Context: an optimization exercise on an open-source flow, tuned for small area, a short achievable clock period and few clock cycles per item. The choices shown serve that exercise and are no tape-out recipe. Function was checked by simulation only, so behaviour that the tests miss may differ from the original. Power is estimated from default activity; no workload was simulated.

--- run.sh ---
#!/bin/bash
# synth_recipe.tcl (not shown) runs the flow's synth.tcl, then flattens the netlist and writes it again
# the make line also repeats each setting of config.mk as NAME=value (left out here)
make -C /OpenROAD-flow-scripts/flow DESIGN_CONFIG=/design/flow/config.mk WORK_HOME=/design/flow/orfs CLKGATE_MAP_FILE= SYNTH_SCRIPT=/design/flow/synth_recipe.tcl finish
--- config.mk ---
export PLATFORM = sky130hd
export DESIGN_NAME = bitmap_fit_allocator
export DESIGN_NICKNAME = bitmap_fit_allocator
export VERILOG_FILES = /design/flow/design.v
export SDC_FILE = /design/flow/constraint.sdc
export NUM_CORES = 4
export LEC_CHECK = 0
export CAP_MARGIN = 20
export CORE_MARGIN = 2
export CORE_UTILIZATION = 40
export SLEW_MARGIN = 20
--- constraint.sdc ---
create_clock -name core_clock -period 15.0 [get_ports {clk}]
set_input_delay 3.0000 -clock core_clock [delete_from_list [all_inputs] [get_ports {clk}]]
set_output_delay 3.0000 -clock core_clock [all_outputs]
set_load 0.01 [all_outputs]
--- design.v ---
package bfa_pkg;
  localparam int Clusters = 1024;
  localparam int IdxW     = $clog2(Clusters);
  localparam int CntW     = IdxW + 1;
  localparam int WordW    = 16;
  localparam int Words    = Clusters / WordW;
  localparam int WordAw   = $clog2(Words);
  localparam int BitAw    = $clog2(WordW);
  localparam logic [0:0] ACT_ALLOC   = 1'b0;
  localparam logic [0:0] ACT_RELEASE = 1'b1;
  localparam logic [1:0] ALG_FIRST = 2'd0;
  localparam logic [1:0] ALG_BEST  = 2'd1;
  localparam logic [1:0] ALG_WORST = 2'd2;
  localparam logic [1:0] ALG_NONE  = 2'd3;   
  localparam logic [1:0] ST_OK       = 2'd0;
  localparam logic [1:0] ST_NOSPACE  = 2'd1;
  localparam logic [1:0] ST_NOFIT    = 2'd2;
  localparam logic [1:0] ST_BADRANGE = 2'd3;
  typedef struct packed {
    logic [0:0]      action;
    logic [1:0]      algorithm;
    logic [CntW-1:0] cluster_count;
    logic [IdxW-1:0] start_index;
  } req_t;
  typedef struct packed {
    logic [1:0]      status;
    logic [IdxW-1:0] granted_start;
    logic [CntW-1:0] granted_count;
    logic [CntW-1:0] free_count;
  } rsp_t;
endpackage
module bitmap_fit_allocator_unit (
  input  logic           clk,
  input  logic           rst,
  input  logic           req_valid,
  output logic           req_ready,
  input  bfa_pkg::req_t  req,
  output logic           rsp_valid,
  input  logic           rsp_ready,
  output bfa_pkg::rsp_t  rsp
);
  localparam int IdxW   = bfa_pkg::IdxW;
  localparam int CntW   = bfa_pkg::CntW;
  localparam int WordAw = bfa_pkg::WordAw;
  localparam int BitAw  = bfa_pkg::BitAw;
  typedef enum logic [6:0] {
    S_CLEAR  = 7'b0000001,
    S_IDLE   = 7'b0000010,
    S_CHECK  = 7'b0000100,
    S_SCAN   = 7'b0001000,
    S_MARK   = 7'b0010000,
    S_MARKWB = 7'b0100000,
    S_RESP   = 7'b1000000
  } state_t;
  state_t state;
  logic [bfa_pkg::WordW-1:0] fmap [bfa_pkg::Words];
  logic [bfa_pkg::WordW-1:0] rd_word;
  logic [WordAw-1:0]         rd_addr;
  logic                      wr_en;
  logic [WordAw-1:0]         wr_addr;
  logic [bfa_pkg::WordW-1:0] wr_word;
  always_ff @(posedge clk) begin
    if (wr_en) begin
      fmap[wr_addr] <= wr_word;
    end
    rd_word <= fmap[rd_addr];
  end
  bfa_pkg::req_t   cur;
  logic [CntW-1:0] free_total;
  logic [CntW-1:0] pos;         
  logic [CntW-1:0] pos_d;       
  logic            data_ok;     
  logic [CntW-1:0] run_start, run_len;
  logic            have;
  logic [IdxW-1:0] best_start;
  logic [CntW-1:0] best_len;
  logic [CntW-1:0] left;        
  logic [CntW-1:0] delta;       
  logic [bfa_pkg::WordW-1:0] wb_word;
  logic [WordAw-1:0]         wb_addr;
  logic            wb_pend;
  logic [WordAw-1:0]         clr_addr;
  logic [CntW-1:0] end_sum;
  logic            cur_bit;
  logic [BitAw-1:0] bsel;
  logic            take;
  logic            alloc;
  logic            scan_done;
  assign alloc   = (cur.action == bfa_pkg::ACT_ALLOC);
  assign end_sum = CntW'(cur.start_index) + cur.cluster_count;
  assign bsel    = pos_d[BitAw-1:0];
  assign cur_bit = (pos_d < CntW'(bfa_pkg::Clusters)) ?
                   (wb_pend && wb_addr == pos_d[IdxW-1:BitAw] ? wb_word[bsel]
                                                              : rd_word[bsel])
                   : 1'b0;
  always_comb begin
    take = 1'b0;
    if (run_len >= cur.cluster_count && run_len != '0) begin
      if (!have) begin
        take = 1'b1;
      end else begin
        case (cur.algorithm)
          bfa_pkg::ALG_BEST:  take = run_len < best_len;
          bfa_pkg::ALG_WORST: take = run_len > best_len;
          default:            take = 1'b0;
        endcase
      end
    end
  end
  assign scan_done = data_ok && !cur_bit &&
                     ((take && cur.algorithm == bfa_pkg::ALG_FIRST) ||
                      pos_d == CntW'(bfa_pkg::Clusters));
  assign req_ready = (state == S_IDLE);
  assign rd_addr   = pos[IdxW-1:BitAw];
  logic [1:0]      r_status;
  logic [IdxW-1:0] r_start;
  logic [CntW-1:0] r_count;
  assign rsp.status        = r_status;
  assign rsp.granted_start = r_start;
  assign rsp.granted_count = r_count;
  assign rsp.free_count    = free_total;
  assign rsp_valid         = (state == S_RESP);
  logic [bfa_pkg::WordW-1:0] mod_word;
  always_comb begin
    mod_word = (wb_pend && wb_addr == pos_d[IdxW-1:BitAw]) ? wb_word : rd_word;
    mod_word[bsel] = !alloc;
  end
  always_ff @(posedge clk) begin
    if (rst) begin
      state      <= S_CLEAR;
      clr_addr   <= '0;
      free_total <= CntW'(bfa_pkg::Clusters);
      wb_pend    <= 1'b0;
      data_ok    <= 1'b0;
      wr_en      <= 1'b0;
    end else begin
      case (state)
        S_CLEAR: begin
          wr_en    <= 1'b1;
          wr_addr  <= clr_addr;
          wr_word  <= '1;
          clr_addr <= clr_addr + 1'b1;
          if (clr_addr == WordAw'(bfa_pkg::Words - 1)) state <= S_IDLE;
        end
        S_IDLE: begin
          wr_en <= 1'b0;
          if (req_valid) begin
            cur   <= req;
            state <= S_CHECK;
          end
        end
        S_CHECK: begin
          wr_en      <= 1'b0;
          have       <= 1'b0;
          best_start <= '0;
          best_len   <= '0;
          run_len    <= '0;
          run_start  <= '0;
          delta      <= '0;
          wb_pend    <= 1'b0;
          data_ok    <= 1'b0;
          pos        <= CntW'(cur.start_index);
          if (alloc) begin
            r_start <= '0;
            r_count <= '0;
            if (cur.cluster_count == '0 || cur.algorithm == bfa_pkg::ALG_NONE) begin
              r_status <= bfa_pkg::ST_NOFIT;
              state    <= S_RESP;
            end else if (free_total < cur.cluster_count) begin
              r_status <= bfa_pkg::ST_NOSPACE;
              state    <= S_RESP;
            end else begin
              r_status <= bfa_pkg::ST_OK;
              state    <= S_SCAN;
            end
          end else begin
            if (cur.cluster_count == '0 ||
                end_sum > CntW'(bfa_pkg::Clusters) ||
                end_sum < cur.cluster_count) begin
              r_status <= bfa_pkg::ST_BADRANGE;
              r_start  <= '0;
              r_count  <= '0;
              state    <= S_RESP;
            end else begin
              r_status  <= bfa_pkg::ST_OK;
              r_start   <= cur.start_index;
              r_count   <= cur.cluster_count;
              left      <= cur.cluster_count;
              state     <= S_MARK;
            end
          end
        end
        S_SCAN: begin
          wr_en <= 1'b0;
          pos_d <= pos;
          if (scan_done) begin
            data_ok <= 1'b0;
            if (have || take) begin
              pos     <= take ? run_start : CntW'(best_start);
              r_start <= take ? run_start[IdxW-1:0] : best_start;
              r_count <= cur.cluster_count;
              left    <= cur.cluster_count;
              state   <= S_MARK;
            end else begin
              r_status <= bfa_pkg::ST_NOFIT;
              state    <= S_RESP;
            end
          end else begin
            pos     <= pos + 1'b1;
            data_ok <= 1'b1;
            if (data_ok) begin
              if (cur_bit) begin
                if (run_len == '0) run_start <= pos_d;
                run_len <= run_len + 1'b1;
              end else begin
                if (take) begin
                  have       <= 1'b1;
                  best_start <= run_start[IdxW-1:0];
                  best_len   <= run_len;
                end
                run_len <= '0;
              end
            end
          end
        end
        S_MARK: begin
          pos     <= pos + 1'b1;
          pos_d   <= pos;
          data_ok <= (left != '0);
          if (left != '0) left <= left - 1'b1;
          if (data_ok) begin
            wb_pend <= 1'b1;
            wb_addr <= pos_d[IdxW-1:BitAw];
            wb_word <= mod_word;
            if (cur_bit == alloc) delta <= delta + 1'b1;
            wr_en   <= wb_pend && wb_addr != pos_d[IdxW-1:BitAw];
            wr_addr <= wb_addr;
            wr_word <= wb_word;
          end else begin
            wr_en <= 1'b0;
            if (left == '0) state <= S_MARKWB;
          end
        end
        S_MARKWB: begin
          wr_en      <= wb_pend;
          wr_addr    <= wb_addr;
          wr_word    <= wb_word;
          wb_pend    <= 1'b0;
          free_total <= alloc ? free_total - delta : free_total + delta;
          state      <= S_RESP;
        end
        S_RESP: begin
          wr_en <= 1'b0;
          if (rsp_ready) state <= S_IDLE;
        end
        default: begin
          wr_en <= 1'b0;
          state <= S_IDLE;
        end
      endcase
    end
  end
endmodule
module bitmap_fit_allocator (
  input  logic        clk,
  input  logic        rst,
  input  logic        req_valid,
  output logic        req_ready,
  input  logic        req_action,
  input  logic [1:0]  req_algorithm,
  input  logic [10:0] req_count,
  input  logic [9:0]  req_start,
  output logic        rsp_valid,
  input  logic        rsp_ready,
  output logic [1:0]  rsp_status,
  output logic [9:0]  rsp_start,
  output logic [10:0] rsp_count,
  output logic [10:0] rsp_free
);
  bfa_pkg::req_t req;
  bfa_pkg::rsp_t rsp;
  assign req.action        = req_action;
  assign req.algorithm     = req_algorithm;
  assign req.cluster_count = req_count;
  assign req.start_index   = req_start;
  assign rsp_status = rsp.status;
  assign rsp_start  = rsp.granted_start;
  assign rsp_count  = rsp.granted_count;
  assign rsp_free   = rsp.free_count;
  bitmap_fit_allocator_unit u_unit (
    .clk       (clk),
    .rst       (rst),
    .req_valid (req_valid),
    .req_ready (req_ready),
    .req       (req),
    .rsp_valid (rsp_valid),
    .rsp_ready (rsp_ready),
    .rsp       (rsp)
  );
endmodule
==> summary.txt <==
The overall track demand over capacity in global routing was 18.5%; the slew at the pin with the worst max-slew slack was 1250 ps. The run gives 0 as the final count of negative-setup-slack endpoints. Input and output buffers added on the ports amount to 63. The worst pin sits at a relative slew slack of 16.6%. The endpoint identified for the worst register-to-register timing path is u_unit.left[2].

The H-tree depth came out at 4. The clock passes through at most 3 buffers. The min-delay analysis places its worst path in the category register to register. The run gives 740 ps as the clock latency at the later pin of the worst-skew pair.

Worst clock skew on the final layout: 38.3 ps. For the worst setup path, the data required time is 12,000 ps. The peak per-stage delay on the critical path came out at 660 ps. After the first detailed-routing iteration, the DRC count stood at 2,763.

The buffer and inverter count on the worst path was 1. The detailed router placed 26,000 vias in this run. The worst path arrival time was 2910 ps; the global-route track usage on met1 was 24.8%. The placed instances occupy a cell area of 54,200 sq um. In the global route stage, met2 resource usage came out at 31.1%. By area the synthesized netlist is led by sky130_fd_sc_hd__edfxtp_1, sky130_fd_sc_hd__mux4_2, sky130_fd_sc_hd__ha_1. The number of global-route vias before repair is 26,900, and the Yosys warning count is 1.

The peak supply drop was 69.4 uV; the synthesized area per cell was 19.2 sq um. The total power divided by cell area is 128 nW/um^2, and the wire length of the first global-routing pass is 177 mm. For this run, the leading register cell type out of synthesis is sky130_fd_sc_hd__edfxtp_1. The worst setup path is captured at an output port.

Total clock sinks: 1,246. During I/O placement, the number of pins put on the boundary was 64. After synthesis the netlist holds a flip-flop and latch count of 1,246.

Signed area change from the synthesized netlist to the final layout: 14.6%. In this run the static leakage power is 18.5 nW. After routing the design area is 58,500 sq um.

The tools report the max capacitance violation total as 0. In this run the most critical hold path is launched from u_unit.free_total[0]. The classification of the worst setup path is register to output port. TritonCTS built the clock tree. Setup repair after global routing left no endpoint under its margin.

Measured along the y axis, the die boundary spans 361 um. The tools report the utilization after layout as 46.0%. Counting flops with an async set or reset pin after synthesis yields a share of 0%. For the number of inserted filler cells in the final layout, the log shows 10,500. The slowest stage of the critical path belongs to the cell sky130_fd_sc_hd__or4b_2. The leading area contributor after synthesis was sky130_fd_sc_hd__edfxtp_1. The worst hold path was traced through 2 stages. Detailed placement finished with a half-perimeter wire length of 70.3 mm. The run gives 130,000 sq um as the die footprint.

The initial cell density of the core came out at 40.2%. Sequential cells were found to cover 72.5% of the synthesized design area. Along the worst path, the maximum fanout reaches 8.

After clock tree synthesis, the clock-pin slew on the worst setup and hold paths is 50 ps. The pre-antenna-repair detailed-routing pass consisted of 6 iterations. The number of buffers added by the clock tree synthesis step is 132, and the final critical path time including I/O delays and setup is 5910 ps.

The run finished with no timing, DRC or antenna violations. From left edge to right edge, the die measures 361 um. Setup total negative slack on the finished layout was measured at 0 ps. At the end of the flow, the number of nets in the layout was 2,952.

Area inside the core boundary: 127,000 sq um. The logs give 10,300 ps for the worst setup slack for register-to-register paths and 0 for the hold buffer count at cts. After synthesis, the largest area contributor takes up 70.8% of total cell area. The startpoint of the most critical register-to-register path was u_unit.cur[10]. The logs give 131 for the placement row count and 2,659 for the count of mapped cells out of synthesis. The worst slack on hold paths is 516 ps, and the number of antenna violations at the first check in global routing is 3. Summed over all layers, the global routing overflow is 0. For the maximum operating frequency, the log shows 0.169 GHz. For the final number of hold-violating endpoints, the log shows 0.

The run gives 0 as the number of buffers inserted by post-CTS setup repair. The logs give 150 for the largest net degree at the start of global routing and 0 for the count of instances resized after the clock tree is built. The total standard cell area after synthesis was 51,000 sq um. The run gives 0 as the antenna violation net count after detailed routing.

Traced cell by cell, the critical path runs through nor2_1, or4b_2, nor3b_1, clkdlybuf4s50_1. The cell family contributing the most delay on the critical path is simple AND/OR/NAND/NOR gates. The number of flops mapped to enable cells by yosys is 1,203.

Counting instances in the post-synthesis netlist gives the leading cell types as sky130_fd_sc_hd__edfxtp_1, sky130_fd_sc_hd__mux4_2, sky130_fd_sc_hd__nor2_1, sky130_fd_sc_hd__nand2_1, sky130_fd_sc_hd__clkbuf_1. STA classifies the critical path startpoint as a register. The tree is rooted in a sky130_fd_sc_hd__clkbuf_16. Number of pins exceeding their max-slew limit in the final report: 0. The distinct cell type count after synthesis was 72; the global placer's final weighted congestion was 0.872. Dividing the final minimum period by the clock period gives 39.4%. After detailed routing, the average wire length per cell comes to 26.1 um. The number of cells on the worst reg-to-reg path is 14.

Most congested layer reported by global routing: met2. The tools report the destination of the worst hold path as u_unit.free_total[0]. The most numerous cell in the Yosys netlist is sky130_fd_sc_hd__edfxtp_1. The share of layout cells above drive strength 1 was 23.3%.

Global routing used 2.95% of the available met3 tracks. For this run, design rule violations remaining after detail routing come to 0. The completed layout was analyzed and its total power is 7.50 mW. The routed design has 120 mm of wire. After detailed routing, the number of vias per cell comes to 5.64.

The number of nets handed over by synthesis was 2,765.
area by class of cell:
| type | instances | area [sq um] | area share [%] |
|---|---|---|---|
| clock inverters | 64 | 666 | 1.14 |
| well taps | 1662 | 2080 | 3.56 |
| multi-input cells | 1238 | 13400 | 22.9 |
| clock buffers | 169 | 3580 | 6.11 |
| repair buffers | 180 | 1590 | 2.72 |
| flip-flops and latches | 1246 | 37000 | 63.2 |
| diodes | 3 | 7.51 | 0.0128 |
| inverters | 48 | 180 | 0.308 |
tightest hold or removal path: cells and delay by family (launching register included):
kind               cells  cell delay (ps)
and+or+nand+nor        1               70
DFF                    1              340
AOI/OAI and AO/OA      1               50
kinds of logic (layout without fill, tap and decap cells):
group | Yosys count | after routing | synth area share (%)
adder cells (fa/ha/maj) | 78 | 78 | 1.94
AO/OA/AOI/OAI | 214 | 214 | 2.77
AND/OR/NAND/NOR | 482 | 482 | 4.62
other | 0 | 3 | 0
flip-flops | 1246 | 1246 | 72.5
XOR/XNOR | 74 | 74 | 1.27
buffers and inverters | 175 | 461 | 1.30
multiplexers | 390 | 390 | 15.6
metrics by stage:
stage	setup slack (ps)	instances
4_1_cts	8960	4605
3_3_place_gp	9710	4368
5_1_grt	8900	4607
3_5_place_dp	9580	4372
2_1_floorplan	9680	2659
6_report	9090	4610
per-layer routing:
| layer | wire (um) | up-vias | share of wire, % |
|---|---|---|---|
| met5 | 0 | - | 0 |
| met2 | 60300 | 840 | 50 |
| met3 | 6500 | 167 | 5.4 |
| met1 | 50800 | 13800 | 42 |
| met4 | 2720 | 0 | 2.3 |
| li1 | - | 11200 | - |
flip-flops by register name, summed over array words and instances, names as in the netlist, 16 cells and up:
signal,flops
u_unit.cur,24
u_unit.fmap,1024
u_unit.rd_word,16
u_unit.wb_word,16
u_unit.wr_word,16
layout by cell type, fill, tap and decap left out, types with 9 or more instances in the layout:
cell type,synthesis,layout
sky130_fd_sc_hd__dfxtp_1,43,43
sky130_fd_sc_hd__ha_1,76,76
sky130_fd_sc_hd__xnor2_1,38,38
sky130_fd_sc_hd__xor2_1,36,36
sky130_fd_sc_hd__clkbuf_1,96,27
sky130_fd_sc_hd__buf_4,0,109
sky130_fd_sc_hd__nor2b_1,18,18
sky130_fd_sc_hd__clkinv_2,0,20
sky130_fd_sc_hd__nand2_1,99,99
sky130_fd_sc_hd__a21o_1,15,15
sky130_fd_sc_hd__a21oi_1,53,53
sky130_fd_sc_hd__clkdlybuf4s50_1,0,63
sky130_fd_sc_hd__nor2_1,169,169
sky130_fd_sc_hd__clkbuf_16,0,135
sky130_fd_sc_hd__and2_1,21,21
sky130_fd_sc_hd__nor4_1,10,10
sky130_fd_sc_hd__mux2i_1,41,41
sky130_fd_sc_hd__nand3_1,34,34
sky130_fd_sc_hd__or3_1,9,9
sky130_fd_sc_hd__mux4_2,322,322
sky130_fd_sc_hd__clkinv_1,0,23
sky130_fd_sc_hd__a211oi_1,11,11
sky130_fd_sc_hd__inv_1,47,47
sky130_fd_sc_hd__and3_1,14,14
sky130_fd_sc_hd__nand3b_1,10,10
sky130_fd_sc_hd__or2_2,18,18
sky130_fd_sc_hd__edfxtp_1,1203,1203
sky130_fd_sc_hd__nor3_1,34,31
sky130_fd_sc_hd__a221o_1,15,15
sky130_fd_sc_hd__mux2_2,27,27
sky130_fd_sc_hd__o21ai_0,53,53
power by group:
part	internal, mW	switching [mW]
combinational	0.160	0.241
clock	1.84	1.34
sequential	3.87	0.0563
total	5.87	1.63
worst max path at each step:
stage,startpoint,end,slack (ps),cells after the start
3_3_place_gp,u_unit.state[0],rsp_valid,9710,4
6_report,u_unit.state[5],rsp_valid,9090,4
2_1_floorplan,rst,u_unit.r_count[0],9680,3
5_1_grt,u_unit.state[5],rsp_valid,8900,4
3_5_place_dp,rst,u_unit.left[6],9580,5
4_1_cts,u_unit.state[0],rsp_valid,8960,4
Testbench counts, summed over its fixed seeds: cycles 1,330,620, items 3,200.

[afterwards: timing with drivers on the ports]
No port has a modelled driver above. Below, the same layout with a new extraction and two added sets of constraints.
Step 1 assumes that a clkbuf_16 drives the clock port and a buf_2 every other input.
Step 2 moves the port delays by t, midway between the first and last clock arrival at a register: inputs arrive t later, outputs are due t later. That takes back most of the time a late clock gives input paths.
a / b / c = ideal / step 1 / step 2; a / b = the first two.
t, ns: 0.805
setup slack, ns: 9.088 / 9.006 / 9.592
cell pins on the clock port's net: 1
After both steps setup and hold are still met in this run. The setup slack of this run moves by -0.082 ns with the drivers and by +0.504 ns with both steps.
